What follows belongs to an exercise in optimizing a design on an open flow for small area; a production flow would make more cautious choices.
Function was checked by simulation only, so behaviour that the tests miss may differ from the original.
Power and IR drop assume default switching activity.

$ cat design.v
module hps_sample_capture_ctrl #(
  parameter int DATA_W = 9,
  parameter int DEPTH  = 256,
  parameter int CNT_W  = 13
) (
  input  logic                     clk,
  input  logic                     reset,
  input  logic [2:0]               avs_address,
  input  logic                     avs_read,
  input  logic                     avs_write,
  input  logic [31:0]              avs_writedata,
  output logic [31:0]              avs_readdata,
  input  logic [DATA_W-1:0]        sample_in,
  input  logic                     sample_valid,
  output logic                     irq
);
  localparam int AW = $clog2(DEPTH);
  localparam int SEG = 16;                  
  localparam int NSEG = DEPTH / SEG;
  localparam int SW = $clog2(SEG);
  localparam logic [1:0] S_IDLE    = 2'd0;
  localparam logic [1:0] S_ARMED   = 2'd1;
  localparam logic [1:0] S_CAPTURE = 2'd2;
  localparam logic [1:0] S_DONE    = 2'd3;
  logic [1:0]        state_q, state_d;
  logic [DATA_W-1:0] thresh_q, thresh_d;
  logic [AW-1:0]     len_q, len_d;      
  logic [AW-1:0]     count_q, count_d;  
  logic              below_q, below_d;
  logic              irq_en_q, irq_en_d;
  logic              irq_q, irq_d;
  logic [DATA_W-1:0] rdata_lo_q;        
  logic [AW-1:0]     rdata_cnt_q;       
  logic              rdata_msb_q;       
  logic [DATA_W-1:0] rdata_lo_d;
  logic [DATA_W-1:0] buf_q [DEPTH];
  logic [DATA_W-1:0] buf_d [DEPTH];
  logic              shift, keep;
  logic              phase_q;           
  logic [DATA_W-1:0] din;               
  logic              wr_ctrl, arm, abort, pop, store, en;
  logic              is_idle, is_armed, is_capture, is_done;
  logic              len_full, cnt_full;
  logic [AW-1:0]     last;              
  logic [NSEG-1:0]   inj;               
  logic [DATA_W-1:0] tap;
  assign is_idle    = (state_q == S_IDLE);
  assign is_armed   = (state_q == S_ARMED);
  assign is_capture = (state_q == S_CAPTURE);
  assign is_done    = (state_q == S_DONE);
  assign len_full = (len_q == '0);
  assign cnt_full = state_q[1] && (count_q == '0);
  assign wr_ctrl = avs_write && (avs_address == 3'd0);
  assign arm     = wr_ctrl && avs_writedata[0];
  assign abort   = wr_ctrl && avs_writedata[1];
  assign pop     = avs_read && (avs_address == 3'd4) && is_done;
  assign store   = sample_valid &&
                   (is_capture || (is_armed && below_q && !(sample_in < thresh_q)));
  assign shift = (sample_valid && !is_done) || pop;
  assign keep  = !shift;
  assign din   = sample_in ^ {DATA_W{phase_q}};
  always_comb begin
    state_d  = state_q;
    thresh_d = thresh_q;
    len_d    = len_q;
    count_d  = count_q;
    below_d  = below_q;
    if (is_idle && arm) begin
      below_d = 1'b0;
      count_d = '0;
      state_d = S_ARMED;
    end
    if (is_armed && sample_valid)
      below_d = sample_in < thresh_q;
    if (store) begin
      count_d = count_q + AW'(1);
      if (count_q + AW'(1) == len_q)
        state_d = S_DONE;
      else
        state_d = S_CAPTURE;
    end
    if (pop) begin
      count_d = count_q - AW'(1);
      if (count_q == AW'(1))
        state_d = S_IDLE;
    end
    if (abort) begin
      state_d = S_IDLE;
      count_d = '0;
      below_d = 1'b0;
    end
    if (avs_write && is_idle) begin
      if (avs_address == 3'd1)
        thresh_d = avs_writedata[DATA_W-1:0];
      if (avs_address == 3'd2) begin
        if (avs_writedata == 32'd0)
          len_d = AW'(1);
        else if (avs_writedata > 32'(DEPTH))
          len_d = '0;
        else
          len_d = avs_writedata[AW-1:0];
      end
    end
  end
  always_comb begin
    irq_en_d = irq_en_q;
    irq_d    = irq_q;
    if (wr_ctrl)
      irq_en_d = avs_writedata[2];
    en = irq_en_d;
    if (is_done && state_d != S_DONE)
      irq_d = 1'b0;
    if (wr_ctrl && avs_writedata[3])
      irq_d = 1'b0;
    if (!is_done && state_d == S_DONE)
      irq_d = 1'b1;
    if (abort || !en)
      irq_d = 1'b0;
  end
  assign last = len_q - AW'(1);
  always_comb begin
    for (int s = 0; s < NSEG; s++)
      inj[s] = (last[AW-1:SW] == SW'(NSEG - 1 - s));
  end
  assign tap = buf_q[SEG*(NSEG-1) + last[SW-1:0]] ^ {DATA_W{phase_q}};
  always_comb begin
    unique case (avs_address)
      3'd0:    rdata_lo_d = {6'b0, irq_en_q, 2'b0};
      3'd1:    rdata_lo_d = thresh_q;
      3'd2:    rdata_lo_d = {len_full, len_q};
      3'd3:    rdata_lo_d = {count_q[0], 6'b0, state_q};
      3'd4:    rdata_lo_d = is_done ? tap : '0;
      default: rdata_lo_d = '0;
    endcase
  end
  assign avs_readdata = {rdata_msb_q, 14'b0, rdata_cnt_q, rdata_lo_q};
  assign irq          = irq_q;
  always_ff @(posedge clk) begin
    rdata_lo_q  <= rdata_lo_d;
    rdata_cnt_q <= (avs_address == 3'd3) ? {cnt_full, count_q[AW-1:1]} : '0;
    rdata_msb_q <= ((avs_address == 3'd3) && irq_q) ||
                   ((avs_address == 3'd4) && is_done);
  end
  always_ff @(posedge clk) begin
    if (reset) begin
      state_q  <= S_IDLE;
      thresh_q <= '0;
      len_q    <= '0;
      count_q  <= '0;
      below_q  <= 1'b0;
      irq_en_q <= 1'b0;
      irq_q    <= 1'b0;
      phase_q  <= 1'b0;
    end else begin
      phase_q  <= !phase_q;
      state_q  <= state_d;
      thresh_q <= thresh_d;
      len_q    <= len_d;
      count_q  <= count_d;
      below_q  <= below_d;
      irq_en_q <= irq_en_d;
      irq_q    <= irq_d;
    end
  end
  logic [NSEG-1:0] sh_in, sh_up;
  assign sh_in = {NSEG{shift}} & inj;
  assign sh_up = {NSEG{shift}} & ~inj;
  for (genvar j = 0; j < DEPTH; j++) begin : g_word
    for (genvar b = 0; b < DATA_W; b++) begin : g_bit
      if (j % SEG == 0 && j != 0) begin : g_entry
        hps_sample_capture_entry_bit u_bit (
          .keep(keep), .shift_in(sh_in[j / SEG]), .shift_up(sh_up[j / SEG]),
          .q(buf_q[j][b]), .din(din[b]), .prev(buf_q[j-1][b]), .d(buf_d[j][b])
        );
      end else begin : g_plain
        hps_sample_capture_bit u_bit (
          .keep(keep), .shift(shift), .q(buf_q[j][b]),
          .prev(j == 0 ? din[b] : buf_q[j-1][b]), .d(buf_d[j][b])
        );
      end
    end
  end
  always_ff @(posedge clk) begin
    for (int j = 0; j < DEPTH; j++)
      buf_q[j] <= buf_d[j];
  end
endmodule
module hps_sample_capture_bit (
  input  logic keep,
  input  logic shift,
  input  logic q,
  input  logic prev,
  output logic d
);
  assign d = ~((keep & q) | (shift & prev));
endmodule
module hps_sample_capture_entry_bit (
  input  logic keep,
  input  logic shift_in,
  input  logic shift_up,
  input  logic q,
  input  logic din,
  input  logic prev,
  output logic d
);
  assign d = ~((keep & q) | (shift_in & din) | (shift_up & prev));
endmodule
$ cat flow/run.sh
#!/bin/bash
# Standard synthesis, then every a22oi/a222oi cell is set to its smallest
# drive strength (the hierarchical synthesis maps each buffer bit's next-state
# logic on its own and sizes it up for an assumed load), then the standard
# layout from floorplan to finish.
set -euo pipefail
R=$PWD/orfs/results/$FLOW_PLATFORM/hps_sample_capture_ctrl/base
bash standard.sh "$R/1_2_yosys.v" > synth.log 2>&1
python3 flow/downsize.py "$R/1_2_yosys.v" > downsize.log 2>&1
bash standard.sh > layout.log 2>&1
$ cat flow/downsize.py
# Rewrites a Yosys netlist in place: a22oi_N and a222oi_N cells become _1.
import re, sys
path = sys.argv[1]
text = open(path).read()
pat = re.compile(r'\bsky130_fd_sc_hd__(a22oi|a222oi)_(2|4)\b')
count = len(pat.findall(text))
text = pat.sub(lambda m: 'sky130_fd_sc_hd__%s_1' % m.group(1), text)
open(path, 'w').write(text)
print('downsized %d cells' % count)
$ cat standard.sh
#!/bin/bash
# synth_recipe.tcl (not shown) runs the flow's synth.tcl, then flattens the netlist and writes it again
# the make line also repeats each setting of config.mk as NAME=value (left out here)
make -C /OpenROAD-flow-scripts/flow DESIGN_CONFIG=/design/flow/config.mk WORK_HOME=/design/flow/orfs CLKGATE_MAP_FILE= SYNTH_SCRIPT=/design/flow/synth_recipe.tcl "${@:-finish}"
$ cat config.mk
export PLATFORM = sky130hd
export DESIGN_NAME = hps_sample_capture_ctrl
export DESIGN_NICKNAME = hps_sample_capture_ctrl
export VERILOG_FILES = /design/flow/design.v
export SDC_FILE = /design/flow/constraint.sdc
export NUM_CORES = 4
export LEC_CHECK = 0
export CAP_MARGIN = 20
export CORE_MARGIN = 2
export CORE_UTILIZATION = 45
export CTS_BUF_LIST = sky130_fd_sc_hd__clkbuf_8
export CTS_CLUSTER_DIAMETER = 80
export CTS_CLUSTER_SIZE = 16
export PLACE_DENSITY = 0.6
export SLEW_MARGIN = 20
export SYNTH_HIERARCHICAL = 1
export SYNTH_MINIMUM_KEEP_SIZE = 0
$ cat constraint.sdc
create_clock -name core_clock -period 5.0 [get_ports {clk}]
set_input_delay 1.0000 -clock core_clock [delete_from_list [all_inputs] [get_ports {clk}]]
set_output_delay 1.0000 -clock core_clock [all_outputs]
set_load 0.01 [all_outputs]
==> impl_metrics.json, run 1 <==
{
  "seq_power_share_pct": 66.9,
  "worstSetupStartpointType": "primary input",
  "grt.total_usage_pct": 17.1,
  "unrepaired_setup_endpoints_after_global_routing": "no",
  "combinationalPowerShare_pct": 8.2,
  "antenna_violations_before_repair": 3,
  "vdd.ir_drop.worst_uv": 292,
  "run_status": "complete, no violations",
  "ys.warnings.count": 10,
  "clk_latency_ps": 920,
  "ioPinCount": 82,
  "tightestPinTransition_ps": 1170,
  "cts_root_buf": "sky130_fd_sc_hd__clkbuf_8",
  "power_per_cell_area_mw_per_mm2": 467,
  "fp.dieArea_mm2": 0.156,
  "worst_setup_hold_path_clk_slew_ps": 100,
  "setup_viol": 0,
  "final_design_area_no_fill_mm2": 0.0749,
  "cts-htree-levels": 4,
  "final.min_clock_period_ps": 3660,
  "io_buffers": 67,
  "remaining_global_route_overflow": 0,
  "post_cts_resized": 0,
  "timing.setup.tns_ps": 0,
  "placed_area_mm2": 0.0724,
  "starting_density_of_the_core_pct": 45.2,
  "critical_path.max_fanout": 262,
  "maxCapViolations": 0,
  "area_delta_synth_final_pct": 9.14,
  "antenna_violating_nets_left": 0,
  "leakage_power_of_the_design_uw": 0.0291,
  "final_hold_viol_count": 0,
  "vias_in_the_first_global_route": 40900,
  "core_area_mm2": 0.152,
  "syn-mean-instance-area_um2": 13.1,
  "final_critical_path_setup_slack_ps": 1340,
  "drc": 0,
  "pre_cts_slack_ps": 458,
  "regToRegSetupSlack_ps": 1500,
  "die_x_um": 395,
  "pin_count_of_the_biggest_net_entering_global_routing": 263,
  "worst_hold_path_type": "register to register",
  "switching_share_pct": 24.7,
  "first_pass_grt_wire_length_um": 222000,
  "tritoncts_num_sinks": 2353,
  "fin_total_pwr_uw": 35000,
  "power.net_switching_uw": 8660,
  "clock_skew_ps": 56.8,
  "cts-buffers-inserted": 165,
  "detail_route.first_pass.iterations": 6,
  "buffer_count_from_post_cts_setup_fixing": 0,
  "timing_worst_setup_path_type": "primary input to register",
  "tritoncts": "done",
  "power_frac_clock_pct": 24.9,
  "wl_um": 138000,
  "timing.final.crit_share_pct": 73.1,
  "maxSlewHeadroom_pct": 22.2,
  "slew_viol_final": 0,
  "crit_required_ps": 5760,
  "crit_arrival_ps": 4420,
  "intPower_uw": 26300,
  "num-nets-final": 5559,
  "detailedRoute.firstIterationViolations": 4581,
  "fp.dieH_um": 395,
  "final_weighted_congestion_in_routability_driven_placement": 0.820,
  "drive_above_1_share_pct": 5.57,
  "detail_route.vias_per_cell": 5.92,
  "floorplan.rows": 143,
  "hpwl_after_detailed_placement_um": 78400,
  "synthesis.instances": 5253,
  "cts_hold_fix_bufs": 0,
  "max_freq_mhz": 273,
  "critPathCaptureType": "register",
  "synth_area_mm2": 0.0686,
  "drt-wirelength-per-cell_um": 18.3,
  "clk_path_buf_depth": 3,
  "vias": 44700
}
[worst max-delay path, cell delays in order]
cell	delay, ps
sky130_fd_sc_hd__clkdlybuf4s50_1	590
sky130_fd_sc_hd__or2_4	360
sky130_fd_sc_hd__nor3_4	240
sky130_fd_sc_hd__a21oi_4	100
sky130_fd_sc_hd__clkinvlp_4	220
sky130_fd_sc_hd__buf_12	750
sky130_fd_sc_hd__buf_4	860
sky130_fd_sc_hd__a22oi_1	180
[placed cells by master, fill, tap and decap left out, drive strengths merged, types with 14 or more instances in the layout]
master and count:
xor2 20, a22oi 2196, dfxtp 2353, o22ai 14
mux2i 15, nand3 29, nor3 21, a222oi 136
conb 14, nand2 59, a21oi 42, buf 65
clkdlybuf4s50 67, mux2 18, inv 27, clkbuf 170
nor4 14, o21ai 18, nor2b 18, nor2 53
xnor2 14
[state kept, by name (all words and copies together) (netlist names)]
signal       count
below_q          1
buf_q         2304
count_q          8
irq_en_q         1
irq_q            1
len_q            8
phase_q          1
rdata_cnt_q      8
rdata_lo_q       9
rdata_msb_q      1
state_q          2
thresh_q         9
[power by group through the flow]
stage          Clock, µW  Sequential (µW)  Combinational (µW)
6_report            8710            23400                2870
4_1_cts             9130            23400                2930
3_5_place_dp           0            23900                2920
2_1_floorplan          0            23500                3150
5_1_grt             9790            23800                3270
3_3_place_gp           0            23800                2800
[layout make-up]
cell class	instances	area [µm²]
clock buffer	169	2330
clock inverter	16	149
multi-input combinational	2826	21300
antenna	2	5.00
fill	13600	76800
tap	2030	2540
timing repair buffer	133	1400
inverter	19	75.1
sequential	2353	47100
[stage by stage]
stage	cells	hold slack (ps)	utilization [%]
finish	7548	405	49.4
global route	7547	429	49.4
CTS	7545	397	49.4
detailed placement	7360	424	47.7
global placement	7360	421	47.7
floorplan	5266	413	-
[metal layers]
metal / vias up / global-route usage (%) / routed length, µm
li1: 21800 / - / -
met1: 22000 / 24.7 / 66800
met2: 656 / 26.2 / 63200
met3: 213 / 2.70 / 5130
met4: 0 / 5.15 / 3180
met5: - / 0 / 0
[final timing paths]
path	from	end	cells past startpoint
setup / recovery	avs_address[1]	buf_q[254][1]$_DFF_P_	8
hold / removal	buf_q[104][3]$_DFF_P_	buf_q[105][3]$_DFF_P_	1
setup reg to reg	state_q[1]$_SDFF_PP0_	buf_q[254][1]$_DFF_P_	7
hold reg to reg	buf_q[104][3]$_DFF_P_	buf_q[105][3]$_DFF_P_	1
==> inputs of run 2 (changes only) <==
--- a/design.v
+++ b/design.v
@@ -194,3 +194,3 @@
 );
-  assign d = ~((keep & q) | (shift & prev));
+  assign d = ~((q | shift) & (prev | keep));
 endmodule
==> run.sh (new file) <==
#!/bin/bash
# synth_recipe.tcl (not shown) runs the flow's synth.tcl, then flattens the netlist and writes it again
# the make line also repeats each setting of config.mk as NAME=value (left out here)
make -C /OpenROAD-flow-scripts/flow DESIGN_CONFIG=/design/flow/config.mk WORK_HOME=/design/flow/orfs CLKGATE_MAP_FILE= SYNTH_SCRIPT=/design/flow/synth_recipe.tcl finish
removed: flow/run.sh
removed: flow/downsize.py
removed: standard.sh
==> run 2 against run 1 <==
  * Still clean on timing, DRC and antenna
  * Fmax grew 9.4%
  * Sequential power is essentially flat
  * Die area is 3.9% lower
  * Utilization increased by 0.58 points
  * Routed wire length is 3.3% lower
  * Global-route usage grew 0.35 points
  * Sequential share of layout area rose by 1.9 points
  * Setup slack improved by 310 ps
  * Via count down 1.5%
  * Power is 0.17% higher
==> impl_metrics.json, run 2 <==
{
  "yosys.cell_count.top_type": "sky130_fd_sc_hd__dfxtp_1",
  "io_buffers": 67,
  "final_critical_path_setup_slack_ps": 1660,
  "core_area_mm2": 0.146,
  "synth.area.top_cells": "sky130_fd_sc_hd__dfxtp_1, sky130_fd_sc_hd__o22ai_1, sky130_fd_sc_hd__a222oi_1",
  "syn-mean-instance-area_um2": 12.5,
  "vias": 44000,
  "detail_route.first_pass.iterations": 6,
  "worst_setup_hold_path_clk_slew_ps": 100,
  "multi_input_comb_area_mm2": 0.0186,
  "largest_register_ff_count": 2304,
  "floorplan.rows": 140,
  "buffer_count_from_post_cts_setup_fixing": 0,
  "final_weighted_congestion_in_routability_driven_placement": 0.790,
  "cts-htree-levels": 4,
  "starting_density_of_the_core_pct": 45.3,
  "reg.largest.list": "buf_q: 2304 flops, rdata_lo_q: 9 flops, thresh_q: 9 flops",
  "power.net_switching_uw": 8640,
  "final-seq-area_mm2": 0.0471,
  "number_of_distinct_standard_cells_referenced_by_the_synthesized_netlist": 78,
  "clk_latency_ps": 950,
  "fp.dieH_um": 387,
  "leakage_power_of_the_design_uw": 0.0264,
  "first_pass_grt_wire_length_um": 219000,
  "remaining_global_route_overflow": 0,
  "antenna_violating_nets_left": 0,
  "worst_hold_path_type": "register to register",
  "num-nets-final": 5601,
  "timing.final.crit_share_pct": 66.8,
  "intPower_uw": 26400,
  "maxSlewHeadroom_pct": 24.3,
  "final_design_area_no_fill_mm2": 0.0727,
  "fp.dieArea_mm2": 0.150,
  "pin_count_of_the_biggest_net_entering_global_routing": 214,
  "cts_root_buf": "sky130_fd_sc_hd__clkbuf_8",
  "clock_skew_ps": 48.0,
  "clk_path_buf_depth": 3,
  "worst_hold_margin_ps": 405,
  "drt-wirelength-per-cell_um": 17.9,
  "cts-buffers-inserted": 165,
  "yosys.area.top_type_share_pct": 71.5,
  "power_per_cell_area_mw_per_mm2": 482,
  "critPathCaptureType": "register",
  "crit_required_ps": 5770,
  "ys_seq_area_share_pct": 71.5,
  "area_delta_synth_final_pct": 10.3,
  "run_status": "complete, no violations",
  "hpwl_after_detailed_placement_um": 77900,
  "ys_top_cells_by_count": "sky130_fd_sc_hd__dfxtp_1, sky130_fd_sc_hd__o22ai_1, sky130_fd_sc_hd__a222oi_1",
  "tightestPinTransition_ps": 1130,
  "setup_viol": 0,
  "seq_power_share_pct": 66.7,
  "combinationalPowerShare_pct": 8.3,
  "timing_worst_setup_path_type": "primary input to register",
  "maxCapViolations": 0,
  "power_frac_clock_pct": 24.9,
  "vias_in_the_first_global_route": 40700,
  "tritoncts": "done",
  "max_freq_mhz": 299,
  "pre_cts_slack_ps": 776,
  "antenna_violations_before_repair": 5,
  "final.fill_count": 13000,
  "final_hold_viol_count": 0,
  "worstSetupStartpointType": "primary input",
  "synth_area_mm2": 0.0659,
  "fin_total_pwr_uw": 35000,
  "ys_async_sr_fraction_pct": 0,
  "die_x_um": 387,
  "postSynth.topFlopCell": "sky130_fd_sc_hd__dfxtp_1",
  "unrepaired_setup_endpoints_after_global_routing": "no",
  "final.min_clock_period_ps": 3340,
  "detailedRoute.firstIterationViolations": 2908,
  "switching_share_pct": 24.7,
  "slew_viol_final": 0,
  "grt.total_usage_pct": 17.4,
  "most-common-layout-cells": "sky130_fd_sc_hd__dfxtp_1, sky130_fd_sc_hd__o22ai_1, sky130_fd_sc_hd__clkbuf_8",
  "tritoncts_num_sinks": 2353,
  "synth_seq_cells": 2353,
  "cts_hold_fix_bufs": 0,
  "timing.setup.tns_ps": 0,
  "synth_top_cell_by_area": "sky130_fd_sc_hd__dfxtp_1",
  "critical_path.max_fanout": 130,
  "ioPinCount": 82,
  "wl_um": 134000,
  "synth_edf_count": 0,
  "largest_register": "buf_q",
  "vdd.ir_drop.worst_uv": 285,
  "detail_route.vias_per_cell": 5.89,
  "mostFrequentLayoutCell": "sky130_fd_sc_hd__dfxtp_1",
  "drive_above_1_share_pct": 6.25,
  "post_cts_resized": 0,
  "crit_arrival_ps": 4110,
  "drc": 0,
  "ys.warnings.count": 10,
  "placed_area_mm2": 0.0702,
  "synthesis.instances": 5253
}
-- run 2: power groups by stage --
stage	combinational (µW)	clock, µW	sequential (µW)
floorplan	2750	0	23500
global placement	2790	0	23800
detailed placement	2930	0	23800
CTS	2940	9120	23400
global route	3270	9800	23800
finish	2920	8740	23400
-- run 2: cell families (layout without fill, tap and decap cells) --
kind of cell / after synthesis / in the layout / synth area share (%)
AO/OA/AOI/OAI: 2472 / 2472 / 24.4
multiplexers: 35 / 35 / 0.615
other: 1 / 16 / 0.00569
buffers and inverters: 87 / 377 / 0.683
flip-flops: 2353 / 2353 / 71.5
AND/OR/NAND/NOR: 259 / 259 / 2.15
adder cells (fa/ha/maj): 12 / 12 / 0.228
XOR/XNOR: 34 / 34 / 0.452
-- run 2: critical path: stages --
cell	delay, ps
sky130_fd_sc_hd__clkdlybuf4s50_1	570
sky130_fd_sc_hd__or2_4	350
sky130_fd_sc_hd__nor3_4	360
sky130_fd_sc_hd__a21oi_4	130
sky130_fd_sc_hd__clkinvlp_4	320
sky130_fd_sc_hd__buf_12	400
sky130_fd_sc_hd__buf_4	600
sky130_fd_sc_hd__o22ai_1	180
-- run 2: final timing paths --
check / from / to / slack, ps / cells after the start
min reg2reg: buf_q[196][7]$_DFF_P_ / buf_q[197][7]$_DFF_P_ / 410 / 1
min: buf_q[196][7]$_DFF_P_ / buf_q[197][7]$_DFF_P_ / 410 / 1
max reg2reg: state_q[1]$_SDFF_PP0_ / buf_q[89][2]$_DFF_P_ / 1800 / 7
max: avs_address[1] / buf_q[89][2]$_DFF_P_ / 1660 / 8
-- run 2: metrics by stage --
| stage | util [%] | instances |
|---|---|---|
| CTS | 49.9 | 7473 |
| floorplan | - | 5266 |
| global placement | 48.2 | 7287 |
| finish | 49.9 | 7475 |
| global route | 49.9 | 7475 |
| detailed placement | 48.2 | 7290 |
-- run 2: Yosys stat by module, one instance, submodules excluded --
| module | copies in the design | flip-flops and latches |
|---|---|---|
| hps_sample_capture_bit | 2169 | 0 |
| hps_sample_capture_entry_bit | 135 | 0 |
| hps_sample_capture_ctrl | 1 | 2353 |
-- run 2: cell type report --
| type | count | area share [%] |
|---|---|---|
| Multi-Input combinational cell | 2826 | 25.6 |
| Antenna cell | 2 | 0.00688 |
| Clock inverter | 16 | 0.272 |
| Clock buffer | 167 | 3.16 |
| Timing Repair Buffer | 175 | 2.76 |
| Sequential cell | 2353 | 64.8 |
| Inverter | 19 | 0.103 |
| Tap cell | 1917 | 3.30 |
-- run 2: routing by layer --
metal / share of wire (%) / vias to the layer above / global-route usage [%]
met3: 4.4 / 213 / 3.44
met5: 0 / - / 0
met1: 50 / 21000 / 25.5
li1: - / 22200 / -
met2: 43 / 634 / 25.6
met4: 2.6 / 0 / 5.73
==> inputs of run 3 (changes only) <==
--- a/design.v
+++ b/design.v
@@ -36,6 +36,3 @@
   logic [DATA_W-1:0] buf_q [DEPTH];
-  logic [DATA_W-1:0] buf_d [DEPTH];
-  logic              shift, keep;
-  logic              phase_q;           
-  logic [DATA_W-1:0] din;               
+  logic              shift;
   logic              wr_ctrl, arm, abort, pop, store, en;
@@ -59,4 +56,2 @@
   assign shift = (sample_valid && !is_done) || pop;
-  assign keep  = !shift;
-  assign din   = sample_in ^ {DATA_W{phase_q}};
   always_comb begin
@@ -124,3 +119,3 @@
   end
-  assign tap = buf_q[SEG*(NSEG-1) + last[SW-1:0]] ^ {DATA_W{phase_q}};
+  assign tap = buf_q[SEG*(NSEG-1) + last[SW-1:0]];
   always_comb begin
@@ -152,5 +147,3 @@
       irq_q    <= 1'b0;
-      phase_q  <= 1'b0;
     end else begin
-      phase_q  <= !phase_q;
       state_q  <= state_d;
@@ -164,44 +157,9 @@
   end
-  logic [NSEG-1:0] sh_in, sh_up;
-  assign sh_in = {NSEG{shift}} & inj;
-  assign sh_up = {NSEG{shift}} & ~inj;
-  for (genvar j = 0; j < DEPTH; j++) begin : g_word
-    for (genvar b = 0; b < DATA_W; b++) begin : g_bit
-      if (j % SEG == 0 && j != 0) begin : g_entry
-        hps_sample_capture_entry_bit u_bit (
-          .keep(keep), .shift_in(sh_in[j / SEG]), .shift_up(sh_up[j / SEG]),
-          .q(buf_q[j][b]), .din(din[b]), .prev(buf_q[j-1][b]), .d(buf_d[j][b])
-        );
-      end else begin : g_plain
-        hps_sample_capture_bit u_bit (
-          .keep(keep), .shift(shift), .q(buf_q[j][b]),
-          .prev(j == 0 ? din[b] : buf_q[j-1][b]), .d(buf_d[j][b])
-        );
-      end
+  always_ff @(posedge clk) begin
+    if (shift) begin
+      buf_q[0] <= sample_in;
+      for (int j = 1; j < DEPTH; j++)
+        buf_q[j] <= (j % SEG == 0 && inj[j / SEG]) ? sample_in : buf_q[j-1];
     end
   end
-  always_ff @(posedge clk) begin
-    for (int j = 0; j < DEPTH; j++)
-      buf_q[j] <= buf_d[j];
-  end
 endmodule
-module hps_sample_capture_bit (
-  input  logic keep,
-  input  logic shift,
-  input  logic q,
-  input  logic prev,
-  output logic d
-);
-  assign d = ~((q | shift) & (prev | keep));
-endmodule
-module hps_sample_capture_entry_bit (
-  input  logic keep,
-  input  logic shift_in,
-  input  logic shift_up,
-  input  logic q,
-  input  logic din,
-  input  logic prev,
-  output logic d
-);
-  assign d = ~((keep & q) | (shift_in & din) | (shift_up & prev));
-endmodule
--- a/config.mk
+++ b/config.mk
@@ -15,3 +15 @@
 export SLEW_MARGIN = 20
-export SYNTH_HIERARCHICAL = 1
-export SYNTH_MINIMUM_KEEP_SIZE = 0
==> run 3 against run 2 <==
  * Clock skew is 3.8 ps higher
  * Critical path depth is 2 higher
  * Fmax is 4.6% higher
  * Critical path type unchanged
  * Final area is 13% higher
  * First-iteration DRC count is 15% lower
  * Largest power group unchanged
  * Sequential cell count is 1 lower
  * Worst hold slack worse by 13 ps
  * Sequential share of layout area is 21 points higher
  * Non-clock buffer count is 18 lower
  * Critical endpoint is now count_q[7]$_SDFFE_PP0P_
  * Sequential power hardly changed
==> impl_metrics.json, run 3 <==
{
  "number_of_distinct_standard_cells_referenced_by_the_synthesized_netlist": 74,
  "hold_path_end": "buf_q[239][1]$_DFFE_PP_",
  "hold_path_startpoint": "buf_q[238][1]$_DFFE_PP_",
  "hpwl_after_detailed_placement_um": 59200,
  "setup_viol": 0,
  "mostFrequentLayoutCell": "sky130_fd_sc_hd__edfxtp_1",
  "remaining_global_route_overflow": 0,
  "first_pass_grt_wire_length_um": 165000,
  "tritoncts": "done",
  "synth_top_cell_by_area": "sky130_fd_sc_hd__edfxtp_1",
  "min_path_cells": 0,
  "floorplan.rows": 150,
  "vdd.ir_drop.worst_uv": 247,
  "post_cts_resized": 0,
  "crit_arrival_ps": 3980,
  "largest_register": "buf_q",
  "tritoncts_num_sinks": 2352,
  "maxCapViolations": 0,
  "die_x_um": 413,
  "crit_path_top_delay_cell": "sky130_fd_sc_hd__o21ai_0",
  "timing.critical_path.buf_inv": 3,
  "ys_async_sr_fraction_pct": 0,
  "pin_count_of_the_biggest_net_entering_global_routing": 120,
  "core_area_mm2": 0.166,
  "worstPathCellList": "clkdlybuf4s50_1 > buf_4 > nor2b_1 > o21ai_0 > buf_4 > nand4_1 > a21oi_1 > or2_1 > a31oi_1 > o221a_2",
  "buffer_count_from_post_cts_setup_fixing": 0,
  "detail_route.vias_per_cell": 4.97,
  "critical_path.max_fanout": 17,
  "synth.area.top_cells": "sky130_fd_sc_hd__edfxtp_1, sky130_fd_sc_hd__mux2_2, sky130_fd_sc_hd__dfxtp_1",
  "power_per_cell_area_mw_per_mm2": 396,
  "detail_route.first_pass.iterations": 5,
  "drive_above_1_share_pct": 13.5,
  "timing.critical_path.mode_cell": "sky130_fd_sc_hd__buf_4",
  "ys_top_cells_by_count": "sky130_fd_sc_hd__edfxtp_1, sky130_fd_sc_hd__mux2_2, sky130_fd_sc_hd__nand2_1",
  "cts-buffers-inserted": 166,
  "worst_r2r_endpoint": "count_q[7]$_SDFFE_PP0P_",
  "timing_worst_setup_path_type": "primary input to register",
  "num-nets-final": 3350,
  "starting_density_of_the_core_pct": 45.2,
  "timing.final.crit_share_pct": 63.9,
  "clock_skew_ps": 51.8,
  "worst_hold_path_type": "register to register",
  "leakage_power_of_the_design_uw": 0.0268,
  "worstSetupStartpointType": "primary input",
  "vias_in_the_first_global_route": 26300,
  "synth_area_mm2": 0.0752,
  "ys.warnings.count": 2,
  "final.min_clock_period_ps": 3200,
  "reg2reg_from": "thresh_q[1]$_SDFFE_PP0P_",
  "maxSlewHeadroom_pct": 30.0,
  "area_delta_synth_final_pct": 9.12,
  "reg.largest.list": "buf_q: 2304 flops, rdata_lo_q: 9 flops, thresh_q: 9 flops",
  "crit_required_ps": 5780,
  "final_hold_viol_count": 0,
  "yosys.area.top_type_share_pct": 92.0,
  "fp.dieArea_mm2": 0.170,
  "cts_hold_fix_bufs": 0,
  "drt-wirelength-per-cell_um": 19.8,
  "cts_root_buf": "sky130_fd_sc_hd__clkbuf_8",
  "vias": 27500,
  "detailedRoute.firstIterationViolations": 2465,
  "slew_viol_final": 0,
  "final_core_utilization_pct": 49.3,
  "syn-mean-instance-area_um2": 24.8,
  "regToRegSetupSlack_ps": 1810,
  "cp_top_family": "compound AO/OA/AOI/OAI gates",
  "run_status": "complete, no violations",
  "synth_seq_cells": 2352,
  "clk_path_buf_depth": 3,
  "critical-path-max-stage-delay_ps": 740,
  "antenna_violations_before_repair": 15,
  "r2r.worst_path.cells": 10,
  "postSynth.topFlopCell": "sky130_fd_sc_hd__edfxtp_1",
  "worst_setup_hold_path_clk_slew_ps": 110,
  "most-common-layout-cells": "sky130_fd_sc_hd__edfxtp_1, sky130_fd_sc_hd__clkbuf_8, sky130_fd_sc_hd__mux2_2",
  "critPathCaptureType": "register",
  "ioPinCount": 82,
  "yosys.cell_count.top_type": "sky130_fd_sc_hd__edfxtp_1",
  "clk_latency_ps": 900,
  "max_freq_mhz": 313,
  "antenna_violating_nets_left": 0,
  "timing.setup.tns_ps": 0,
  "drc": 0,
  "grt.total_usage_pct": 12.8,
  "cts-htree-levels": 4,
  "ys_seq_area_share_pct": 93.3,
  "largest_register_ff_count": 2304,
  "unrepaired_setup_endpoints_after_global_routing": "no",
  "wl_um": 110000,
  "io_buffers": 67,
  "final_weighted_congestion_in_routability_driven_placement": 0.810,
  "synth_edf_count": 2304,
  "fp.dieH_um": 413,
  "synthesis.instances": 3029,
  "tightestPinTransition_ps": 1050
}
run 3: changes by cell type after synthesis, moves of 8 or more:
cell and delta:
sky130_fd_sc_hd__xor2_1 -13, sky130_fd_sc_hd__and3_1 -8, sky130_fd_sc_hd__dfxtp_1 -2305, sky130_fd_sc_hd__edfxtp_1 +2304, sky130_fd_sc_hd__clkbuf_1 +8, sky130_fd_sc_hd__mux2_2 +117
sky130_fd_sc_hd__o22ai_1 -2165, sky130_fd_sc_hd__a222oi_1 -136, sky130_fd_sc_hd__a21oi_1 -10
run 3: kinds of logic after synthesis:
family	count (synthesis)	synth area share, %
other cells	1	0.00499
mux	167	2.60
fa+ha+maj	12	0.200
xor+xnor	16	0.186
buf+inv	92	0.601
flops	2352	93.3
simple gates	226	1.57
compound gates	163	1.52
run 3: area by class of cell:
| cell class | instances | area [µm²] |
|---|---|---|
| tap | 2204 | 2760 |
| sequential | 2352 | 70100 |
| antenna | 5 | 12.5 |
| clock inverter | 37 | 244 |
| multi-input combinational | 598 | 4670 |
| inverter | 14 | 52.6 |
| timing repair buffer | 157 | 1820 |
| clock buffer | 169 | 2330 |
| fill | 13000 | 84400 |
run 3: per-layer routing:
| metal | GRT usage [%] | vias to the layer above | share of wire, % | routed length (µm) |
|---|---|---|---|---|
| met2 | 17.2 | 535 | 42 | 46400 |
| met3 | 2.53 | 183 | 4.8 | 5230 |
| met1 | 21.0 | 14300 | 51 | 55500 |
| met5 | 0 | - | 0.019 | 21 |
| met4 | 4.09 | 4 | 2.4 | 2610 |
| li1 | - | 12500 | - | - |
run 3: power breakdown:
group          leakage, µW  switching [µW]  internal (µW)
Sequential          0.0229             300          22800
Clock              0.00140            5600           3120
Combinational      0.00249             487            186
run 3: how the worst max path moves through the flow:
stage	to	slack [ps]	depth (start not counted)	from
final	count_q[7]$_SDFFE_PP0P_	1800	10	sample_in[0]
after detailed placement	count_q[2]$_SDFFE_PP0P_	930	10	sample_in[1]
after global placement	count_q[7]$_SDFFE_PP0P_	970	10	sample_in[1]
after CTS	count_q[2]$_SDFFE_PP0P_	1840	10	thresh_q[2]$_SDFFE_PP0P_
after global routing	count_q[7]$_SDFFE_PP0P_	1680	10	thresh_q[2]$_SDFFE_PP0P_
after floorplan	buf_q[0][0]$_DFFE_PP_	-6140	6	avs_address[0]
run 3: metrics by stage:
| step | cells | instance area, µm² | worst slack, ps | hold WS, ps | total power (µW) |
|---|---|---|---|---|---|
| 2_1_floorplan | 3042 | 75300 | -6140 | 400 | 24200 |
| 3_3_place_gp | 5325 | 79400 | 968 | 400 | 24200 |
| 3_5_place_dp | 5325 | 79400 | 929 | 405 | 24200 |
| 4_1_cts | 5531 | 82000 | 1840 | 394 | 33000 |
| 5_1_grt | 5533 | 82000 | 1680 | 403 | 33800 |
| 6_report | 5536 | 82000 | 1800 | 393 | 32500 |
==> inputs of run 4 (changes only) <==
--- a/design.v
+++ b/design.v
@@ -36,3 +36,6 @@
   logic [DATA_W-1:0] buf_q [DEPTH];
-  logic              shift;
+  logic [DATA_W-1:0] buf_d [DEPTH];
+  logic              shift, keep;
+  logic              phase_q;           
+  logic [DATA_W-1:0] din;               
   logic              wr_ctrl, arm, abort, pop, store, en;
@@ -56,2 +59,5 @@
   assign shift = (sample_valid && !is_done) || pop;
+  assign keep  = !shift;
+  assign din   = sample_in ^ {DATA_W{phase_q}};
+  assign below_d = is_armed && (sample_valid ? (sample_in < thresh_q) : below_q);
   always_comb begin
@@ -61,10 +67,4 @@
     count_d  = count_q;
-    below_d  = below_q;
-    if (is_idle && arm) begin
-      below_d = 1'b0;
-      count_d = '0;
+    if (is_idle && arm)
       state_d = S_ARMED;
-    end
-    if (is_armed && sample_valid)
-      below_d = sample_in < thresh_q;
     if (store) begin
@@ -84,3 +84,2 @@
       count_d = '0;
-      below_d = 1'b0;
     end
@@ -119,3 +118,9 @@
   end
-  assign tap = buf_q[SEG*(NSEG-1) + last[SW-1:0]];
+  always_comb begin
+    tap = '0;
+    for (int k = 0; k < SEG; k++)
+      if (len_q[SW-1:0] == SW'(k + 1))
+        tap = buf_q[SEG*(NSEG-1) + k];
+    tap = tap ^ {DATA_W{phase_q}};
+  end
   always_comb begin
@@ -147,3 +152,5 @@
       irq_q    <= 1'b0;
+      phase_q  <= 1'b0;
     end else begin
+      phase_q  <= !phase_q;
       state_q  <= state_d;
@@ -157,9 +164,44 @@
   end
+  logic [NSEG-1:0] sh_in, sh_up;
+  assign sh_in = {NSEG{shift}} & inj;
+  assign sh_up = {NSEG{shift}} & ~inj;
+  for (genvar j = 0; j < DEPTH; j++) begin : g_word
+    for (genvar b = 0; b < DATA_W; b++) begin : g_bit
+      if (j % SEG == 0 && j != 0) begin : g_entry
+        hps_sample_capture_entry_bit u_bit (
+          .keep(keep), .shift_in(sh_in[j / SEG]), .shift_up(sh_up[j / SEG]),
+          .q(buf_q[j][b]), .din(din[b]), .prev(buf_q[j-1][b]), .d(buf_d[j][b])
+        );
+      end else begin : g_plain
+        hps_sample_capture_bit u_bit (
+          .keep(keep), .shift(shift), .q(buf_q[j][b]),
+          .prev(j == 0 ? din[b] : buf_q[j-1][b]), .d(buf_d[j][b])
+        );
+      end
+    end
+  end
   always_ff @(posedge clk) begin
-    if (shift) begin
-      buf_q[0] <= sample_in;
-      for (int j = 1; j < DEPTH; j++)
-        buf_q[j] <= (j % SEG == 0 && inj[j / SEG]) ? sample_in : buf_q[j-1];
-    end
+    for (int j = 0; j < DEPTH; j++)
+      buf_q[j] <= buf_d[j];
   end
 endmodule
+module hps_sample_capture_bit (
+  input  logic keep,
+  input  logic shift,
+  input  logic q,
+  input  logic prev,
+  output logic d
+);
+  assign d = ~((q | shift) & (prev | keep));
+endmodule
+module hps_sample_capture_entry_bit (
+  input  logic keep,
+  input  logic shift_in,
+  input  logic shift_up,
+  input  logic q,
+  input  logic din,
+  input  logic prev,
+  output logic d
+);
+  assign d = ~((keep & q) | (shift_in & din) | (shift_up & prev));
+endmodule
==> flow/run.sh (new file) <==
#!/bin/bash
# Standard synthesis, then every o22ai/a22oi/a222oi cell is set to its smallest
# drive strength, then the standard layout from floorplan to finish, with
# the smallest buffer on the ports and no dummy clock loads in CTS.
set -euo pipefail
R=$PWD/orfs/results/$FLOW_PLATFORM/hps_sample_capture_ctrl/base
bash standard.sh "$R/1_2_yosys.v" > synth.log 2>&1
python3 flow/downsize.py "$R/1_2_yosys.v" > downsize.log 2>&1
export BUFFER_PORTS_ARGS="-buffer_cell sky130_fd_sc_hd__buf_1"
export CTS_ARGS="-sink_clustering_enable -repair_clock_nets -dont_use_dummy_load -buf_list sky130_fd_sc_hd__clkbuf_8 -sink_clustering_size 16 -sink_clustering_max_diameter 80"
bash standard.sh > layout.log 2>&1
==> flow/downsize.py (new file) <==
# Rewrites a Yosys netlist in place: o22ai_N, a22oi_N and a222oi_N cells become _1.
import re, sys
path = sys.argv[1]
text = open(path).read()
pat = re.compile(r'\bsky130_fd_sc_hd__(o22ai|a22oi|a222oi)_(2|4)\b')
count = len(pat.findall(text))
text = pat.sub(lambda m: 'sky130_fd_sc_hd__%s_1' % m.group(1), text)
open(path, 'w').write(text)
print('downsized %d cells' % count)
==> standard.sh (new file) <==
#!/bin/bash
# synth_recipe.tcl (not shown) runs the flow's synth.tcl, then flattens the netlist and writes it again
# the make line also repeats each setting of config.mk as NAME=value (left out here)
make -C /OpenROAD-flow-scripts/flow DESIGN_CONFIG=/design/flow/config.mk WORK_HOME=/design/flow/orfs CLKGATE_MAP_FILE= SYNTH_SCRIPT=/design/flow/synth_recipe.tcl "${@:-finish}"
--- a/config.mk
+++ b/config.mk
@@ -15 +15,3 @@
 export SLEW_MARGIN = 20
+export SYNTH_HIERARCHICAL = 1
+export SYNTH_MINIMUM_KEEP_SIZE = 0
removed: run.sh
==> run 4 against run 3 <==
  * Power up 6.1%
  * Cell count up 34%
  * Sequential power about the same
  * First-iteration DRC count up 35%
  * Non-clock buffer count down 4
  * Synthesized area down 13%
  * Via count up 60%
  * Final area down 13%
  * Register-to-register slack worse by 98 ps
  * Critical path type is now register to register
  * Critical endpoint is now buf_q[48][7]$_DFF_P_
  * Largest cell class unchanged
==> impl_metrics.json, run 4 <==
{
  "max_freq_mhz": 304,
  "critical_path.max_fanout": 12,
  "final_weighted_congestion_in_routability_driven_placement": 0.805,
  "synth_edf_count": 0,
  "drive_above_1_share_pct": 5.35,
  "synth_seq_cells": 2353,
  "floorplan.rows": 140,
  "cts-htree-levels": 4,
  "fp.dieH_um": 386,
  "cp_top_family": "simple AND/OR/NAND/NOR gates",
  "critPathCaptureType": "register",
  "timing.final.crit_share_pct": 65.8,
  "hpwl_after_detailed_placement_um": 76000,
  "crit_arrival_ps": 4070,
  "final.min_clock_period_ps": 3290,
  "leakage_power_of_the_design_uw": 0.0258,
  "detail_route.first_pass.iterations": 6,
  "setup_viol": 0,
  "cts-buffers-inserted": 165,
  "largest_register_ff_count": 2304,
  "buffer_count_from_post_cts_setup_fixing": 0,
  "area_delta_synth_final_pct": 8.94,
  "detailedRoute.firstIterationViolations": 3324,
  "detail_route.vias_per_cell": 5.91,
  "slew_viol_final": 0,
  "run_status": "complete, no violations",
  "worstSetupStartpointType": "register",
  "ys.warnings.count": 10,
  "unrepaired_setup_endpoints_after_global_routing": "no",
  "reg.largest.list": "buf_q: 2304 flops, rdata_lo_q: 9 flops, thresh_q: 9 flops",
  "postSynth.topFlopCell": "sky130_fd_sc_hd__dfxtp_1",
  "synth_area_mm2": 0.0658,
  "most-common-layout-cells": "sky130_fd_sc_hd__dfxtp_1, sky130_fd_sc_hd__o22ai_1, sky130_fd_sc_hd__clkbuf_8",
  "post_cts_resized": 0,
  "synth.area.top_cells": "sky130_fd_sc_hd__dfxtp_1, sky130_fd_sc_hd__o22ai_1, sky130_fd_sc_hd__a222oi_1",
  "pin_count_of_the_biggest_net_entering_global_routing": 217,
  "placed_cell_count": 7263,
  "first_pass_grt_wire_length_um": 216000,
  "instances_no_fill": 7431,
  "crit_required_ps": 5780,
  "critical-path-max-stage-delay_ps": 780,
  "io_buffers": 67,
  "vias": 43900,
  "antenna_violations_before_repair": 2,
  "number_of_distinct_standard_cells_referenced_by_the_synthesized_netlist": 74,
  "worst_setup_hold_path_clk_slew_ps": 100,
  "worst_hold_path_type": "primary input to register",
  "cts_hold_fix_bufs": 0,
  "maxSlewHeadroom_pct": 24.5,
  "vdd.ir_drop.worst_uv": 300,
  "final.fill_count": 13100,
  "timing.critical_path.buf_inv": 0,
  "ys_seq_area_share_pct": 71.6,
  "ioPinCount": 82,
  "ys_top_cells_by_count": "sky130_fd_sc_hd__dfxtp_1, sky130_fd_sc_hd__o22ai_1, sky130_fd_sc_hd__a222oi_1",
  "worst_hold_margin_ps": 395,
  "crit_path_top_delay_cell": "sky130_fd_sc_hd__nor2b_1",
  "core_area_mm2": 0.145,
  "cts_root_buf": "sky130_fd_sc_hd__clkbuf_8",
  "tritoncts": "done",
  "maxCapViolations": 0,
  "tritoncts_num_sinks": 2353,
  "largest_register": "buf_q",
  "clk_latency_ps": 930,
  "starting_density_of_the_core_pct": 45.2,
  "syn-mean-instance-area_um2": 12.5,
  "wl_um": 134000,
  "die_x_um": 386,
  "drt-wirelength-per-cell_um": 18.0,
  "yosys.cell_count.top_type": "sky130_fd_sc_hd__dfxtp_1",
  "yosys.area.top_type_share_pct": 71.6,
  "mostFrequentLayoutCell": "sky130_fd_sc_hd__dfxtp_1",
  "synthesis.instances": 5245,
  "timing_worst_setup_path_type": "register to register",
  "clock_skew_ps": 63.6,
  "clk_path_buf_depth": 3,
  "ys_async_sr_fraction_pct": 0,
  "final_hold_viol_count": 0,
  "fp.dieArea_mm2": 0.149,
  "timing.setup.tns_ps": 0,
  "tightestPinTransition_ps": 1130,
  "drc": 0,
  "synth_top_cell_by_area": "sky130_fd_sc_hd__dfxtp_1",
  "num-nets-final": 5574,
  "vias_in_the_first_global_route": 40300,
  "worstPathCellList": "or2_1 > nor3_2 > xnor2_1 > nor2b_1 > a31oi_1 > a222oi_1",
  "antenna_violating_nets_left": 0,
  "remaining_global_route_overflow": 0,
  "grt.total_usage_pct": 17.4,
  "power_per_cell_area_mw_per_mm2": 481
}
==> run 4: modules after synthesis (local to each module, per instance) <==
module,cells,flops+latches,cell area (µm²),copies in the design
hps_sample_capture_entry_bit,1,0,10.0,135
hps_sample_capture_ctrl,2941,2353,50900,1
hps_sample_capture_bit,1,0,6.26,2169
==> run 4: cell type report <==
type	count	area, µm²	area share, %
antenna	3	7.51	0.0105
clock buffer	165	2270	3.17
inverter	22	109	0.152
multi-input combinational	2818	18500	25.8
sequential	2353	47100	65.7
tap	1917	2400	3.35
timing repair buffer	153	1300	1.81
==> run 4: path summary, 6_finish.rpt <==
| path | from | slack, ps | to | cells past startpoint |
|---|---|---|---|---|
| worst max-delay path | len_q[1]$_SDFFE_PP0P_ | 1710 | buf_q[48][7]$_DFF_P_ | 6 |
| worst min-delay path | avs_writedata[7] | 400 | thresh_q[7]$_SDFFE_PP0P_ | 3 |
| worst max register to register | len_q[1]$_SDFFE_PP0P_ | 1710 | buf_q[48][7]$_DFF_P_ | 6 |
| worst min register to register | buf_q[154][4]$_DFF_P_ | 400 | buf_q[155][4]$_DFF_P_ | 1 |
==> run 4: per-layer routing <==
metal  vias up  routed length (µm)  track usage, %
li1      22100                   -               -
met5         -                   0               0
met4         0                2930            5.34
met1     21100               66000            25.3
met2       594               59900            26.9
met3       195                5160            2.51
==> run 4: power breakdown <==
| part | switching (µW) | internal, µW |
|---|---|---|
| combinational | 1350 | 1420 |
| clock | 5420 | 2960 |
| sequential | 1630 | 21700 |
| total | 8410 | 26100 |
==> run 4: cell families after synthesis <==
| logic type | share of synthesized area, % |
|---|---|
| multiplexers | 0.500 |
| adder cells (fa/ha/maj) | 0.228 |
| flip-flops | 71.6 |
| XOR/XNOR | 0.386 |
| AND/OR/NAND/NOR | 1.86 |
| AO/OA/AOI/OAI | 24.7 |
| buffers and inverters | 0.689 |
| other | 0.00570 |
==> run 4: worst register-to-register path, stage by stage (launching register included) <==
cell and delay (ps):
sky130_fd_sc_hd__dfxtp_1 670, sky130_fd_sc_hd__or2_1 350, sky130_fd_sc_hd__nor3_2 110, sky130_fd_sc_hd__xnor2_1 320
sky130_fd_sc_hd__nor2b_1 780, sky130_fd_sc_hd__a31oi_1 530, sky130_fd_sc_hd__a222oi_1 450
==> run 4: through the flow <==
stage,util (%),worst slack (ps),power (µW),instance area (µm²)
2_1_floorplan,-,-1950,25500,65900
3_5_place_dp,47.7,1170,26500,69400
3_3_place_gp,47.7,1180,26400,69400
4_1_cts,49.3,1810,34900,71600
5_1_grt,49.3,1590,36200,71700
6_report,49.3,1710,34500,71700
==> inputs of run 5 (changes only) <==
--- a/flow/run.sh
+++ b/flow/run.sh
@@ -3,3 +3,5 @@
 # drive strength, then the standard layout from floorplan to finish, with
-# the smallest buffer on the ports and no dummy clock loads in CTS.
+# Yosys's buffers removed at floorplan (the placer's repair buffers the
+# nets again), the smallest buffer on the ports and no dummy clock loads in
+# CTS.
 set -euo pipefail
@@ -8,2 +10,3 @@
 python3 flow/downsize.py "$R/1_2_yosys.v" > downsize.log 2>&1
+export REMOVE_ABC_BUFFERS=1
 export BUFFER_PORTS_ARGS="-buffer_cell sky130_fd_sc_hd__buf_1"
==> run 5 against run 4 <==
  * Die area unchanged
  * Cell count is essentially flat
  * Final area about the same
  * Clock-buffer cell count increased by 1
  * Setup slack got worse by 270 ps
  * Sequential power about the same
  * Register-to-register slack worse by 270 ps
  * Combinational power about the same
==> impl_metrics.json, run 5 <==
{
  "run_status": "complete, no violations",
  "power_per_cell_area_mw_per_mm2": 481,
  "detail_route.vias_per_cell": 5.90,
  "drc": 0,
  "instances_no_fill": 7429,
  "final.fill_count": 13100,
  "maxSlewHeadroom_pct": 18.4,
  "max_freq_mhz": 281,
  "starting_density_of_the_core_pct": 45.2,
  "reg.largest.list": "buf_q: 2304 flops, rdata_lo_q: 9 flops, thresh_q: 9 flops",
  "timing.final.crit_share_pct": 71.2,
  "ys.warnings.count": 10,
  "synth_top_cell_by_area": "sky130_fd_sc_hd__dfxtp_1",
  "most-common-layout-cells": "sky130_fd_sc_hd__dfxtp_1, sky130_fd_sc_hd__o22ai_1, sky130_fd_sc_hd__clkbuf_8",
  "fin_total_pwr_uw": 34400,
  "worst_hold_path_type": "register to register",
  "multi_input_comb_area_mm2": 0.0184,
  "tightestPinTransition_ps": 1220,
  "synth_seq_cells": 2353,
  "highest_metal_used": "met4",
  "wl_um": 132000,
  "yosys.cell_count.top_type": "sky130_fd_sc_hd__dfxtp_1",
  "clk_path_buf_depth": 3,
  "worst_r2r_endpoint": "buf_q[16][6]$_DFF_P_",
  "ys_async_sr_fraction_pct": 0,
  "synth_edf_count": 0,
  "tritoncts_num_sinks": 2353,
  "critPathCaptureType": "register",
  "fp.dieArea_mm2": 0.149,
  "hold_path_startpoint": "buf_q[86][5]$_DFF_P_",
  "synth_area_mm2": 0.0658,
  "syn-mean-instance-area_um2": 12.5,
  "tritoncts": "done",
  "reg2reg_from": "len_q[0]$_SDFFE_PP0P_",
  "timing_worst_setup_path_type": "register to register",
  "floorplan.rows": 140,
  "ioPinCount": 82,
  "startpoint": "len_q[0]$_SDFFE_PP0P_",
  "vdd.ir_drop.worst_uv": 266,
  "maxCapViolations": 0,
  "synthesis.instances": 5245,
  "final-seq-area_mm2": 0.0471,
  "antenna_violations_before_repair": 2,
  "regToRegSetupSlack_ps": 1440,
  "cts_root_buf": "sky130_fd_sc_hd__clkbuf_8",
  "yosys.area.top_type_share_pct": 71.6,
  "placed_cell_count": 7262,
  "worstSetupStartpointType": "register",
  "r2r.worst_path.cells": 6,
  "leakage_power_of_the_design_uw": 0.0258,
  "cts-htree-levels": 4,
  "remaining_global_route_overflow": 0,
  "worst_hold_margin_ps": 375,
  "detailedRoute.firstIterationViolations": 2954,
  "slew_viol_final": 0,
  "detail_route.first_pass.iterations": 6,
  "detail_route.wirelength.met1_um": 66300,
  "critical_path.max_fanout": 12,
  "setup_viol": 0,
  "final_hold_viol_count": 0,
  "placed_area_mm2": 0.0693,
  "buffer_count_from_post_cts_setup_fixing": 0,
  "final.min_clock_period_ps": 3560,
  "post_cts_resized": 0,
  "die_x_um": 386,
  "met3RoutedLength_um": 5230,
  "vias": 43900,
  "first_pass_grt_wire_length_um": 214000,
  "core_area_mm2": 0.145,
  "postSynth.topFlopCell": "sky130_fd_sc_hd__dfxtp_1",
  "ys_seq_area_share_pct": 71.6,
  "pin_count_of_the_biggest_net_entering_global_routing": 253,
  "num-nets-final": 5574,
  "worst_setup_hold_path_clk_slew_ps": 100,
  "critical_path.endpoint": "buf_q[16][6]$_DFF_P_",
  "vias_in_the_first_global_route": 40000,
  "timing.setup.tns_ps": 0,
  "synth.area.top_cells": "sky130_fd_sc_hd__dfxtp_1, sky130_fd_sc_hd__o22ai_1, sky130_fd_sc_hd__a222oi_1",
  "detailroute.wirelength.met2_um": 57000,
  "final_design_area_no_fill_mm2": 0.0716,
  "number_of_distinct_standard_cells_referenced_by_the_synthesized_netlist": 74,
  "drive_above_1_share_pct": 5.39,
  "cts_hold_fix_bufs": 0,
  "unrepaired_setup_endpoints_after_global_routing": "no",
  "largest_register": "buf_q",
  "hpwl_after_detailed_placement_um": 73600,
  "largest_register_ff_count": 2304,
  "crit_required_ps": 5680,
  "cts-buffers-inserted": 166,
  "clk_latency_ps": 900,
  "final_weighted_congestion_in_routability_driven_placement": 0.809,
  "crit_arrival_ps": 4240,
  "fp.dieH_um": 386,
  "ys_top_cells_by_count": "sky130_fd_sc_hd__dfxtp_1, sky130_fd_sc_hd__o22ai_1, sky130_fd_sc_hd__a222oi_1",
  "grt.total_usage_pct": 17.2,
  "io_buffers": 67,
  "antenna_violating_nets_left": 0,
  "drt-wirelength-per-cell_um": 17.7,
  "area_delta_synth_final_pct": 8.85,
  "mostFrequentLayoutCell": "sky130_fd_sc_hd__dfxtp_1",
  "clock_skew_ps": 83.9
}
[run 5: cell types whose count changed in the layout (fill, tap and decap cells not counted), sizes merged]
cell    delta
inv        +1
buf        -1
clkbuf     +1
diode      -2
clkinv     -1
[run 5: logic make-up after synthesis]
family	Yosys count	share of synthesized area, %
xor gates and xnor gates	29	0.386
other	1	0.00570
AOI/OAI and AO/OA	2498	24.7
DFF	2353	71.6
muxes	27	0.500
and+or+nand+nor	238	1.86
buffers and inverters	87	0.689
adders and majority gates	12	0.228
[run 5: power breakdown]
group | leakage, µW | total, µW | internal (µW) | switching [µW]
logic | 0.00480 | 2780 | 1420 | 1360
registers | 0.0198 | 23300 | 21700 | 1590
clock network | 0.00119 | 8380 | 2980 | 5400
[run 5: per-module statistics from Yosys (local to each module, per instance)]
module / flip-flops and latches / copies in the design / cells
hps_sample_capture_entry_bit: 0 / 135 / 1
hps_sample_capture_ctrl: 2353 / 1 / 2941
hps_sample_capture_bit: 0 / 2169 / 1
[run 5: critical path, stage by stage (launching register included)]
cell	delay [ps]
sky130_fd_sc_hd__dfxtp_2	410
sky130_fd_sc_hd__or2_1	370
sky130_fd_sc_hd__nor3_2	850
sky130_fd_sc_hd__xnor2_1	240
sky130_fd_sc_hd__and2_1	380
sky130_fd_sc_hd__a31oi_2	920
sky130_fd_sc_hd__a222oi_1	200
[run 5: layer usage]
metal	GRT usage, %	vias up
met2	25.5	566
met5	0	-
li1	-	22100
met3	2.87	197
met4	5.61	0
met1	25.4	21000
[run 5: metrics by stage]
| stage | utilization [%] | worst slack (ps) |
|---|---|---|
| final | 49.2 | 1440 |
| after floorplan | - | -242130 |
| after detailed placement | 47.7 | 1040 |
| after CTS | 49.2 | 1530 |
| after global placement | 47.6 | 1130 |
| after global routing | 49.2 | 1330 |
[run 5: worst min-delay path by stage]
stage	endpoint	depth (start not counted)
CTS	thresh_q[4]$_SDFFE_PP0P_	3
global placement	buf_q[33][7]$_DFF_P_	1
global route	buf_q[13][2]$_DFF_P_	1
floorplan	buf_q[113][0]$_DFF_P_	1
finish	buf_q[87][5]$_DFF_P_	1
detailed placement	buf_q[72][8]$_DFF_P_	1
[run 5: cell type report]
type                            instances  share of cell area, %
Antenna cell                            1                0.00350
Multi-Input combinational cell       2818                   25.8
Sequential cell                      2353                   65.8
Clock buffer                          166                   3.19
Timing Repair Buffer                  152                   1.77
Tap cell                             1917                   3.35
Inverter                               22                  0.126
==> inputs of run 6 (changes only) <==
--- a/design.v
+++ b/design.v
@@ -118,9 +118,16 @@
   end
-  always_comb begin
-    tap = '0;
+  logic [SEG-1:0] tap_sel;
+  logic [DATA_W-1:0] tap_raw;
+  always_comb begin
     for (int k = 0; k < SEG; k++)
-      if (len_q[SW-1:0] == SW'(k + 1))
-        tap = buf_q[SEG*(NSEG-1) + k];
-    tap = tap ^ {DATA_W{phase_q}};
-  end
+      tap_sel[k] = (len_q[SW-1:0] == SW'(k + 1));
+  end
+  for (genvar b = 0; b < DATA_W; b++) begin : g_tap
+    logic [SEG-1:0] col;
+    for (genvar k = 0; k < SEG; k++) begin : g_col
+      assign col[k] = buf_q[SEG*(NSEG-1) + k][b];
+    end
+    hps_sample_capture_tap u_tap (.sel(tap_sel), .d(col), .q(tap_raw[b]));
+  end
+  assign tap = tap_raw ^ {DATA_W{phase_q}};
   always_comb begin
@@ -207 +214,8 @@
 endmodule
+module hps_sample_capture_tap (
+  input  logic [15:0] sel,
+  input  logic [15:0] d,
+  output logic        q
+);
+  assign q = |(sel & d);
+endmodule
--- a/flow/run.sh
+++ b/flow/run.sh
@@ -1,3 +1,3 @@
 #!/bin/bash
-# Standard synthesis, then every o22ai/a22oi/a222oi cell is set to its smallest
+# Standard synthesis, then every combinational cell is set to its smallest
 # drive strength, then the standard layout from floorplan to finish, with
@@ -9,3 +9,3 @@
 bash standard.sh "$R/1_2_yosys.v" > synth.log 2>&1
-python3 flow/downsize.py "$R/1_2_yosys.v" > downsize.log 2>&1
+python3 flow/downsize.py "$R/1_2_yosys.v" "$FLOW_HOME/platforms/$FLOW_PLATFORM/lib/sky130_fd_sc_hd__tt_025C_1v80.lib" > downsize.log 2>&1
 export REMOVE_ABC_BUFFERS=1
==> flow/downsize.py (replaced) <==
# Rewrites a Yosys netlist in place: every combinational cell that ABC sized
# above drive strength 1 becomes its _1 (or _0) variant, so the placer's
# repair sizes cells from the smallest up. Flip-flops, buffers, inverters and
# tie cells are left as they are.
import re, sys

LIB = sys.argv[2]
path = sys.argv[1]

cells = set(re.findall(r'\n\s*cell\s*\(\s*"?(sky130_fd_sc_hd__\w+)"?\s*\)', open(LIB).read()))
keep = re.compile(r'__(df|edf|sdf|dl|buf|clk|inv|conb|tap|fill|decap|diode|probe|lpflow)')

text = open(path).read()
count = 0

def swap(m):
    global count
    name, base = m.group(0), m.group(1)
    if keep.search(name):
        return name
    for small in (base + '_1', base + '_0'):
        if small in cells:
            count += 1
            return small
    return name

text = re.sub(r'\b(sky130_fd_sc_hd__\w+?)_(?:2|3|4|6|8|12|16)\b(?=\s+\S+\s*\()', swap, text)
open(path, 'w').write(text)
print('downsized %d cells' % count)
==> run 6 against run 5 <==
  * Sequential power about the same
  * Utilization up 0.13 points
  * Worst hold slack better by 4.4 ps
  * First-iteration DRC count up 16%
  * Sequential cell count unchanged
  * Combinational power down 2%
  * Fmax down 1.3%
  * Critical path type unchanged
  * Largest power group unchanged
==> impl_metrics.json, run 6 <==
{
  "run_status": "complete, no violations",
  "vias": 43300,
  "worst_setup_hold_path_clk_slew_ps": 110,
  "met3_track_utilization_from_global_routing_pct": 2.98,
  "final_weighted_congestion_in_routability_driven_placement": 0.825,
  "switching_share_pct": 24.3,
  "synthesis.instances": 5126,
  "drive_above_1_share_pct": 4.94,
  "detail_route.vias_per_cell": 5.93,
  "pin_count_of_the_biggest_net_entering_global_routing": 229,
  "maxSlewHeadroom_pct": 19.2,
  "fp.dieArea_mm2": 0.148,
  "worst_hold_path_type": "register to register",
  "combinationalPowerShare_pct": 7.9,
  "most-common-layout-cells": "sky130_fd_sc_hd__dfxtp_1, sky130_fd_sc_hd__o22ai_1, sky130_fd_sc_hd__clkbuf_8",
  "detailedRoute.firstIterationViolations": 3434,
  "leakage_power_of_the_design_uw": 0.0256,
  "mostFrequentLayoutCell": "sky130_fd_sc_hd__dfxtp_1",
  "worstPathCellList": "nor4_2 > nand2_1 > nor2_1 > nor2_1 > and2_1 > a21oi_2 > a222oi_1",
  "starting_density_of_the_core_pct": 45.3,
  "setup_viol": 0,
  "antenna_violations_before_repair": 3,
  "ys_seq_area_share_pct": 72.1,
  "buffer_count_from_post_cts_setup_fixing": 0,
  "cts-buffers-inserted": 165,
  "cts_hold_fix_bufs": 0,
  "largest_register_ff_count": 2304,
  "floorplan.rows": 139,
  "final_hold_viol_count": 0,
  "wl_um": 130000,
  "ys_async_sr_fraction_pct": 0,
  "hpwl_after_detailed_placement_um": 72400,
  "hold_path_startpoint": "buf_q[170][7]$_DFF_P_",
  "crit_arrival_ps": 4320,
  "power_per_cell_area_mw_per_mm2": 485,
  "synth_seq_cells": 2353,
  "remaining_global_route_overflow": 0,
  "io_buffers": 67,
  "synth_edf_count": 0,
  "first_pass_grt_wire_length_um": 211000,
  "worst_hold_margin_ps": 380,
  "cts-htree-levels": 4,
  "vdd.ir_drop.worst_uv": 286,
  "worstSetupStartpointType": "register",
  "instances_no_fill": 7313,
  "reg2reg_from": "len_q[1]$_SDFFE_PP0P_",
  "critPathCaptureType": "register",
  "critical_path.max_fanout": 10,
  "synth_area_mm2": 0.0650,
  "tritoncts": "done",
  "groute.layer.met1.usage_pct": 25.5,
  "postSynth.topFlopCell": "sky130_fd_sc_hd__dfxtp_1",
  "intPower_uw": 26000,
  "placed_cell_count": 7146,
  "largest_register": "buf_q",
  "tritoncts_num_sinks": 2353,
  "yosys.area.top_type_share_pct": 72.1,
  "core_area_mm2": 0.143,
  "power.net_switching_uw": 8350,
  "seq_power_share_pct": 67.7,
  "cts_root_buf": "sky130_fd_sc_hd__clkbuf_8",
  "power_frac_clock_pct": 24.3,
  "final.min_clock_period_ps": 3600,
  "crit_required_ps": 5710,
  "timing.setup.tns_ps": 0,
  "syn-mean-instance-area_um2": 12.7,
  "grt.total_usage_pct": 17.1,
  "timing.critical_path.mode_cell": "sky130_fd_sc_hd__nor2_1",
  "unrepaired_setup_endpoints_after_global_routing": "no",
  "slew_viol_final": 0,
  "global_route.peak_usage_layer": "met1",
  "clk_latency_ps": 890,
  "detail_route.first_pass.iterations": 6,
  "synth_top_cell_by_area": "sky130_fd_sc_hd__dfxtp_1",
  "yosys.cell_count.top_type": "sky130_fd_sc_hd__dfxtp_1",
  "max_freq_mhz": 277,
  "synth-area-yosys_mm2": 0.0654,
  "reg.largest.list": "buf_q: 2304 flops, rdata_lo_q: 9 flops, thresh_q: 9 flops",
  "timing.final.crit_share_pct": 72.1,
  "area_delta_synth_final_pct": 8.93,
  "tightestPinTransition_ps": 1210,
  "vias_in_the_first_global_route": 39500,
  "num-nets-final": 5471,
  "crit_path_top_delay_cell": "sky130_fd_sc_hd__nor4_2",
  "fp.dieH_um": 384,
  "timing_worst_setup_path_type": "register to register",
  "antenna_violating_nets_left": 0,
  "final_core_utilization_pct": 49.4,
  "maxCapViolations": 0,
  "ioPinCount": 82,
  "ys_top_cells_by_count": "sky130_fd_sc_hd__dfxtp_1, sky130_fd_sc_hd__o22ai_1, sky130_fd_sc_hd__a222oi_1",
  "die_x_um": 384,
  "drt-wirelength-per-cell_um": 17.8,
  "startpoint": "len_q[1]$_SDFFE_PP0P_",
  "clock_skew_ps": 71.1,
  "regToRegSetupSlack_ps": 1400,
  "critical-path-max-stage-delay_ps": 780,
  "pre_cts_slack_ps": 1050,
  "final_critical_path_setup_slack_ps": 1400,
  "drc": 0,
  "synth.area.top_cells": "sky130_fd_sc_hd__dfxtp_1, sky130_fd_sc_hd__o22ai_1, sky130_fd_sc_hd__a222oi_1",
  "post_cts_resized": 0,
  "number_of_distinct_standard_cells_referenced_by_the_synthesized_netlist": 69,
  "clk_path_buf_depth": 3,
  "groute.layer.met2.usage_pct": 25.3,
  "ys.warnings.count": 10
}
==> run 6: changes by cell type after synthesis, moves of 8 or more <==
cell / delta
sky130_fd_sc_hd__nor2_1: -14
sky130_fd_sc_hd__a22o_1: +36
sky130_fd_sc_hd__o21ai_0: -13
sky130_fd_sc_hd__and3_1: -8
sky130_fd_sc_hd__o211ai_1: -8
sky130_fd_sc_hd__mux2i_1: -11
sky130_fd_sc_hd__a22oi_1: -9
sky130_fd_sc_hd__a31oi_1: -14
sky130_fd_sc_hd__o22ai_1: -9
sky130_fd_sc_hd__clkbuf_1: -13
sky130_fd_sc_hd__a211oi_1: -8
sky130_fd_sc_hd__a21oi_1: -8
sky130_fd_sc_hd__a221oi_2: +36
sky130_fd_sc_hd__nand2_1: -18
==> run 6: cell type report <==
cell class                      instances  area, µm²
Antenna cell                            2       5.00
Clock buffer                          165       2270
Fill cell                           12900      72600
Inverter                               14       60.1
Multi-Input combinational cell       2729      17800
Sequential cell                      2353      47100
Tap cell                             1903       2380
Timing Repair Buffer                  147       1230
==> run 6: path summary, 6_finish.rpt <==
check,end,depth (start not counted)
worst min register to register,buf_q[171][7]$_DFF_P_,1
worst max-delay path,buf_q[96][8]$_DFF_P_,7
worst max register to register,buf_q[96][8]$_DFF_P_,7
worst min-delay path,buf_q[171][7]$_DFF_P_,1
==> run 6: per-module statistics from Yosys, one instance, submodules excluded <==
module,cells,flip-flops and latches,cell area (µm²),times used
hps_sample_capture_bit,1,0,6.26,2169
hps_sample_capture_ctrl,2741,2353,49500,1
hps_sample_capture_entry_bit,1,0,10.0,135
hps_sample_capture_tap,9,0,101,9
==> run 6: worst max-delay path: cells and delay by family, from the launching register on <==
family | cells | cell delay, ps
AO/OA/AOI/OAI | 2 | 970
AND/OR/NAND/NOR | 5 | 1940
flip-flops | 1 | 500
==> run 6: kinds of logic (layout without fill, tap and decap cells) <==
family                     Yosys count  in the layout  synth area share [%]
buffers and inverters               57            326                 0.488
and+or+nand+nor                    192            192                  1.55
adders and majority gates           12             12                 0.230
xor gates and xnor gates            32             32                 0.440
other                                1             16               0.00574
muxes                                8              8                 0.134
AOI/OAI and AO/OA                 2471           2471                  25.1
DFF                               2353           2353                  72.1
==> run 6: power groups by stage <==
| stage | Sequential (µW) | Clock [µW] | Combinational, µW |
|---|---|---|---|
| floorplan | 22800 | 0 | 3140 |
| global placement | 23600 | 0 | 2610 |
| detailed placement | 23700 | 0 | 2740 |
| CTS | 23300 | 8750 | 2740 |
| global route | 23700 | 9470 | 3070 |
| finish | 23300 | 8370 | 2730 |
==> run 6: layer usage <==
layer	vias up	part of all wire, %
met4	0	2.1
met1	20800	50
li1	21700	-
met3	202	4.4
met5	-	0
met2	637	43
==> run 6: stage by stage <==
stage | cell area, µm² | power [µW]
after floorplan | 64800 | 26000
after global placement | 68600 | 26300
after detailed placement | 68600 | 26500
after CTS | 70800 | 34800
after global routing | 70800 | 36200
final | 70800 | 34400

Re-timed with assumed drivers on the ports (clkbuf_16 on the clock, buf_2 on other inputs), run 6 has 1.395 ns of setup slack against 1.395 ns with ideal ports, and 1.063 ns once port delays also move by the mid clock arrival of 0.930 ns.
